From an optimization exercise on the open Yosys and OpenROAD flow, aimed at small area; shortcuts taken in it are not production practice.
Only simulation tests tie the RTL to the original design; equivalence was not proved.
Power is estimated from default activity; no workload was simulated.

==> flow/design.v <==
`timescale 1ns / 1ps
module nsp_ram #(
  parameter int RINGS = 10,
  parameter int DEPTH = 43
) (
  input  logic       clk_i,
  input  logic       we_i,
  input  logic [3:0] wring_i,
  input  logic [7:0] wdata_i,
  input  logic [3:0] rring_i,
  output logic [7:0] rdata_o
);
  logic [7:0] tap [RINGS];
  for (genvar r = 0; r < RINGS; r++) begin : g_ring
    logic [DEPTH*8-1:0] q;
    logic [7:0]         ins;
    assign tap[r] = q[DEPTH*8-1 -: 8];
    assign ins    = (we_i && wring_i == 4'(r)) ? wdata_i : tap[r];
    always_ff @(posedge clk_i) begin
      q <= {q[(DEPTH-1)*8-1:0], ins};
    end
  end
  always_comb begin
    rdata_o = 8'h00;
    for (int r = 0; r < RINGS; r++) begin
      if (rring_i == 4'(r)) rdata_o = tap[r];
    end
  end
endmodule
`timescale 1ns / 1ps
module nmea_sentence_parser (
  input  logic       clk_i,
  input  logic       rst_ni,
  input  logic       in_valid_i,
  output logic       in_stall_o,
  input  logic       opcode_i,
  input  logic [7:0] rx_byte_i,
  input  logic [1:0] read_type_i,
  input  logic [4:0] read_field_i,
  input  logic [3:0] read_pos_i,
  output logic       out_valid_o,
  input  logic       out_stall_i,
  output logic [7:0] read_char_o,
  output logic       frame_valid_o,
  output logic       sentence_done_o,
  output logic [1:0] done_type_o
);
  localparam int DEPTH = 43;   
  localparam logic [5:0] TMR_START = 6'b000001;
  localparam logic [5:0] TMR_END   = 6'b111011;
  localparam logic [3:0] S_WAIT   = 4'd0;
  localparam logic [3:0] S_FIELDS = 4'd1;
  localparam logic [3:0] S_SUM    = 4'd2;
  localparam logic [3:0] S_DEAD   = 4'd3;    
  localparam logic [3:0] S_I0     = 4'd4;    
  localparam logic [3:0] S_I1     = 4'd5;    
  localparam logic [3:0] S_I2     = 4'd6;    
  localparam logic [3:0] S_I3G    = 4'd7;    
  localparam logic [3:0] S_I3R    = 4'd8;    
  localparam logic [3:0] S_I4GG   = 4'd9;    
  localparam logic [3:0] S_I4GS   = 4'd10;   
  localparam logic [3:0] S_I4RM   = 4'd11;   
  localparam logic [3:0] S_I5GGA  = 4'd12;   
  localparam logic [3:0] S_I5RMC  = 4'd13;   
  localparam logic [3:0] S_I5GSA  = 4'd14;   
  localparam logic [7:0] CH_DOLLAR = 8'h24;
  localparam logic [7:0] CH_COMMA  = 8'h2C;
  localparam logic [7:0] CH_STAR   = 8'h2A;
  function automatic logic [4:0] last_field(input logic [1:0] t);
    last_field = 5'd17;
    if (t == 2'd0) last_field = 5'd14;
    else if (t == 2'd1) last_field = 5'd12;
  endfunction
  logic        pend_q;         
  logic        ov_q;           
  logic        ib_op_q;        
  logic [10:0] ib_q;           
  logic [5:0]  tmr_q;          
  logic [7:0]  rchar_q;        
  logic [3:0]  st_q;
  logic [2:0]  vf_q;           
  logic [1:0]  ty_q;
  logic [4:0]  fn_q;
  logic [3:0]  ps_q;
  logic [7:0]  xr_q;           
  logic [1:0]  rot_t_q;        
  logic [4:0]  rot_f_q;        
  logic [7:0] b;
  logic [1:0] rt;
  logic [4:0] rf;
  logic [3:0] rp;
  assign b  = ib_q[7:0];
  assign rt = ib_q[10:9];
  assign rf = ib_q[8:4];
  assign rp = ib_q[3:0];
  logic is_comma, is_star, is_dollar;
  assign is_comma  = (b == CH_COMMA);
  assign is_star   = (b == CH_STAR);
  assign is_dollar = (b == CH_DOLLAR);
  logic rd_ok, wr_ok, kept, use_store, finish, accept, hit;
  assign kept      = (fn_q <= last_field(ty_q));
  assign rd_ok     = (rt != 2'd3) && (rf != 5'd0) && (rf <= last_field(rt)) && (rp < 4'd10);
  assign wr_ok     = (st_q == S_FIELDS) && kept && (ps_q < 4'd10);
  assign use_store = ib_op_q ? rd_ok : wr_ok;
  assign finish    = pend_q && (!use_store || tmr_q == TMR_END);
  assign accept    = in_valid_i && !pend_q && !ov_q;
  assign in_stall_o = pend_q || ov_q;
  logic [1:0] tgt_t;
  logic [4:0] tgt_f;
  assign tgt_t = ib_op_q ? rt : ty_q;
  assign tgt_f = ib_op_q ? rf : fn_q;
  assign hit   = pend_q && use_store && (rot_t_q == tgt_t) && (rot_f_q == tgt_f);
  logic [7:0] rdata;
  nsp_ram #(
    .RINGS (10),
    .DEPTH (DEPTH)
  ) u_store (
    .clk_i   (clk_i),
    .we_i    (hit && !ib_op_q),
    .wring_i (ps_q),
    .wdata_i ((is_comma || is_star) ? 8'h00 : b),
    .rring_i (rp),
    .rdata_o (rdata)
  );
  always_ff @(posedge clk_i) begin
    if (rot_t_q == 2'd3 || rot_f_q >= last_field(rot_t_q)) begin
      rot_f_q <= 5'd1;
      rot_t_q <= (rot_t_q == 2'd0) ? 2'd1 : (rot_t_q == 2'd1) ? 2'd2 : 2'd0;
    end else begin
      rot_f_q <= rot_f_q + 5'd1;
    end
  end
  always_ff @(posedge clk_i or negedge rst_ni) begin
    if (!rst_ni) begin
      pend_q <= 1'b0;
      ov_q   <= 1'b0;
    end else begin
      if (accept) pend_q <= 1'b1;
      else if (finish) pend_q <= 1'b0;
      if (finish) ov_q <= 1'b1;
      else if (!out_stall_i) ov_q <= 1'b0;
    end
  end
  always_ff @(posedge clk_i) begin
    tmr_q <= accept ? TMR_START : {tmr_q[4:0], tmr_q[5] ^ tmr_q[4]};
    if (accept) begin
      ib_op_q <= opcode_i;
      ib_q    <= opcode_i ? {read_type_i, read_field_i, read_pos_i} : {3'b000, rx_byte_i};
    end
    if (hit && ib_op_q) rchar_q <= rdata;
  end
  logic       is_digit;
  logic [7:0] hex_v;
  logic [7:0] xr_op;
  always_comb begin
    is_digit = (b[7:4] == 4'h3) && (b[3:0] <= 4'd9);
    hex_v    = is_digit ? {4'h0, b[3:0]} : b - 8'h37;
    xr_op    = (st_q == S_SUM) ? hex_v : b;
  end
  logic step;
  assign step = finish && !ib_op_q;
  always_ff @(posedge clk_i or negedge rst_ni) begin
    if (!rst_ni) begin
      st_q <= S_WAIT;
      vf_q <= 3'b000;
    end else if (step) begin
      case (st_q)
        S_WAIT: if (is_dollar) st_q <= S_I0;
        S_FIELDS: if (is_star) st_q <= S_SUM;
        S_SUM: if (ps_q >= 4'd2) begin
          st_q       <= S_WAIT;
          vf_q[ty_q] <= (xr_q == 8'h00);
        end
        default: begin
          if (is_comma) begin
            if (st_q == S_I5GGA || st_q == S_I5RMC || st_q == S_I5GSA) st_q <= S_FIELDS;
            else st_q <= S_WAIT;
          end else begin
            case (st_q)
              S_I0:   st_q <= (b == "G") ? S_I1 : S_DEAD;
              S_I1:   st_q <= (b == "P") ? S_I2 : S_DEAD;
              S_I2:   st_q <= (b == "G") ? S_I3G : (b == "R") ? S_I3R : S_DEAD;
              S_I3G:  st_q <= (b == "G") ? S_I4GG : (b == "S") ? S_I4GS : S_DEAD;
              S_I3R:  st_q <= (b == "M") ? S_I4RM : S_DEAD;
              S_I4GG: st_q <= (b == "A") ? S_I5GGA : S_DEAD;
              S_I4GS: st_q <= (b == "A") ? S_I5GSA : S_DEAD;
              S_I4RM: st_q <= (b == "C") ? S_I5RMC : S_DEAD;
              default: st_q <= S_DEAD;
            endcase
          end
        end
      endcase
    end
  end
  always_ff @(posedge clk_i) begin
    if (step) begin
      case (st_q)
        S_WAIT: begin
          ps_q <= 4'd0;
          if (is_dollar) begin
            fn_q <= 5'd1;
            xr_q <= 8'h00;
          end
        end
        S_FIELDS: begin
          if (is_comma) begin
            xr_q <= xr_q ^ xr_op;
            if (kept) fn_q <= fn_q + 5'd1;
            ps_q <= 4'd0;
          end else if (is_star) begin
            ps_q <= 4'd0;
          end else begin
            xr_q <= xr_q ^ xr_op;
            if (ps_q < 4'd10) ps_q <= ps_q + 4'd1;
          end
        end
        S_SUM: begin
          if (ps_q == 4'd0) begin
            xr_q[7:4] <= xr_q[7:4] - hex_v[3:0];
            ps_q      <= 4'd1;
          end else if (ps_q == 4'd1) begin
            xr_q <= xr_q ^ xr_op;
            ps_q <= 4'd2;
          end
        end
        default: begin
          xr_q <= xr_q ^ xr_op;
          if (is_comma) begin
            if (st_q == S_I5GGA) ty_q <= 2'd0;
            if (st_q == S_I5RMC) ty_q <= 2'd1;
            if (st_q == S_I5GSA) ty_q <= 2'd2;
          end
        end
      endcase
    end
  end
  logic done;
  assign done = !ib_op_q && (st_q == S_WAIT) && (ps_q == 4'd2);
  assign out_valid_o     = ov_q;
  assign read_char_o     = (ib_op_q && rd_ok) ? rchar_q : 8'h00;
  assign frame_valid_o   = ib_op_q ? ((rt != 2'd3) && vf_q[rt]) : (done && vf_q[ty_q]);
  assign sentence_done_o = done;
  assign done_type_o     = done ? ty_q : 2'd0;
endmodule
export LEC_CHECK = 0
export CAP_MARGIN = 20
export CORE_MARGIN = 2
export CORE_UTILIZATION = 60
export CTS_BUF_LIST = sky130_fd_sc_hd__clkbuf_8
export CTS_CLUSTER_DIAMETER = 60
export CTS_CLUSTER_SIZE = 20
export GPL_TIMING_DRIVEN = 0
export SLEW_MARGIN = 20
export SYNTH_MEMORY_MAX_BITS = 8192
create_clock -name core_clock -period 10.0 [get_ports {clk_i}]
standard.sh (not shown) runs the stock make flow with config.mk's settings and CLKGATE_MAP_FILE= SYNTH_SCRIPT=/design/flow/synth_recipe.tcl, a recipe that flattens the netlist after the stock synthesis.
==> flow/flow/run.sh <==
#!/bin/bash
# Layout flow: the standard ORFS flow (standard.sh), with
#  - the standard synthesis's netlist re-mapped: every register cell is kept
#    as it is (same cell, same name), and only the combinational cells are
#    turned back into logic and mapped again by ABC for area (flow/remap.tcl,
#    ABC script flow/area.abc);
#  - every input and output port buffered, as the standard flow does, with
#    the library's smallest buffer (buf_1);
#  - clock tree synthesis clustering the register clock pins onto clkbuf_8
#    leaf buffers and inserting no dummy loads.
# Each tool's full output goes to a log file of its own in the work folder
# (ORFS also keeps one log per step under orfs/logs/).
set -euo pipefail
cd "$(dirname "$0")/.."
W=$PWD
R=$W/orfs/results/$FLOW_PLATFORM/nmea_sentence_parser/base
PORTS="BUFFER_PORTS_ARGS=-buffer_cell sky130_fd_sc_hd__buf_1"
CTS="CTS_ARGS=-sink_clustering_enable -repair_clock_nets -buf_list sky130_fd_sc_hd__clkbuf_8 -sink_clustering_size 21 -sink_clustering_max_diameter 60 -dont_use_dummy_load"

# 1. the standard synthesis
bash standard.sh synth > flow_synth.log 2>&1
cp "$R/1_2_yosys.v" "$W/std_synth.v"

# 2. re-map its combinational logic
export DONT_USE_CELLS="$(sed -n '/DONT_USE_CELLS/,/^$/p' "$FLOW_HOME/platforms/$FLOW_PLATFORM/config.mk" | grep -oE 'sky130_fd_sc_hd__\w+' | tr '\n' ' ')"
yosys -c flow/remap.tcl -- "$W/std_synth.v" "$W/remap.v" > flow_remap.log 2>&1

# 3. the layout, from the re-mapped netlist, in one make run
rm -f "$R"/1_*
bash standard.sh "SYNTH_NETLIST_FILES=$W/remap.v" "$CTS" "$PORTS" finish > flow_layout.log 2>&1
Other scripts of this flow, unchanged in this note and not shown: flow/flow/area.abc, flow/flow/remap.tcl
The first run finished with timing, DRC and antenna clean.
==> next run, changes <==
--- a/flow/flow/run.sh
+++ b/flow/flow/run.sh
@@ -7,2 +6,0 @@
-#  - every input and output port buffered, as the standard flow does, with
-#    the library's smallest buffer (buf_1);
@@ -17,2 +15 @@
-PORTS="BUFFER_PORTS_ARGS=-buffer_cell sky130_fd_sc_hd__buf_1"
-CTS="CTS_ARGS=-sink_clustering_enable -repair_clock_nets -buf_list sky130_fd_sc_hd__clkbuf_8 -sink_clustering_size 21 -sink_clustering_max_diameter 60 -dont_use_dummy_load"
+CTS="CTS_ARGS=-sink_clustering_enable -repair_clock_nets -buf_list sky130_fd_sc_hd__clkbuf_8 -sink_clustering_size 20 -sink_clustering_max_diameter 60 -dont_use_dummy_load"
@@ -30 +27 @@
-bash standard.sh "SYNTH_NETLIST_FILES=$W/remap.v" "$CTS" "$PORTS" finish > flow_layout.log 2>&1
+bash standard.sh "SYNTH_NETLIST_FILES=$W/remap.v" "$CTS" finish > flow_layout.log 2>&1
- GPL_ROUTABILITY_DRIVEN: unset -> 0
Die area does not change.
Total power goes up slightly.
Utilization goes up by 0.29 points.

-- separate check: timing with driven ports --
The flow's constraints put no driver on any port. The routed layouts listed below were extracted and timed again, unchanged, in two steps.
Step 1 assumes that a clkbuf_16 drives the clock port and a buf_2 every other input.
Step 2 moves the port delays by t, midway between the first and last clock arrival at a register: inputs arrive t later, outputs are due t later. That takes back most of the time a late clock gives input paths.
Slacks: ideal / step 1 / step 2; pairs: ideal / step 1.
run | shift t [ns] | setup WS [ns] | worst setup path at the end
the first run | 0.922 | 4.378 / 4.312 / 5.235 | register to output
the second run | 0.923 | 4.011 / 3.947 / 4.870 | register to output
After both steps setup and hold are still met in every run listed.
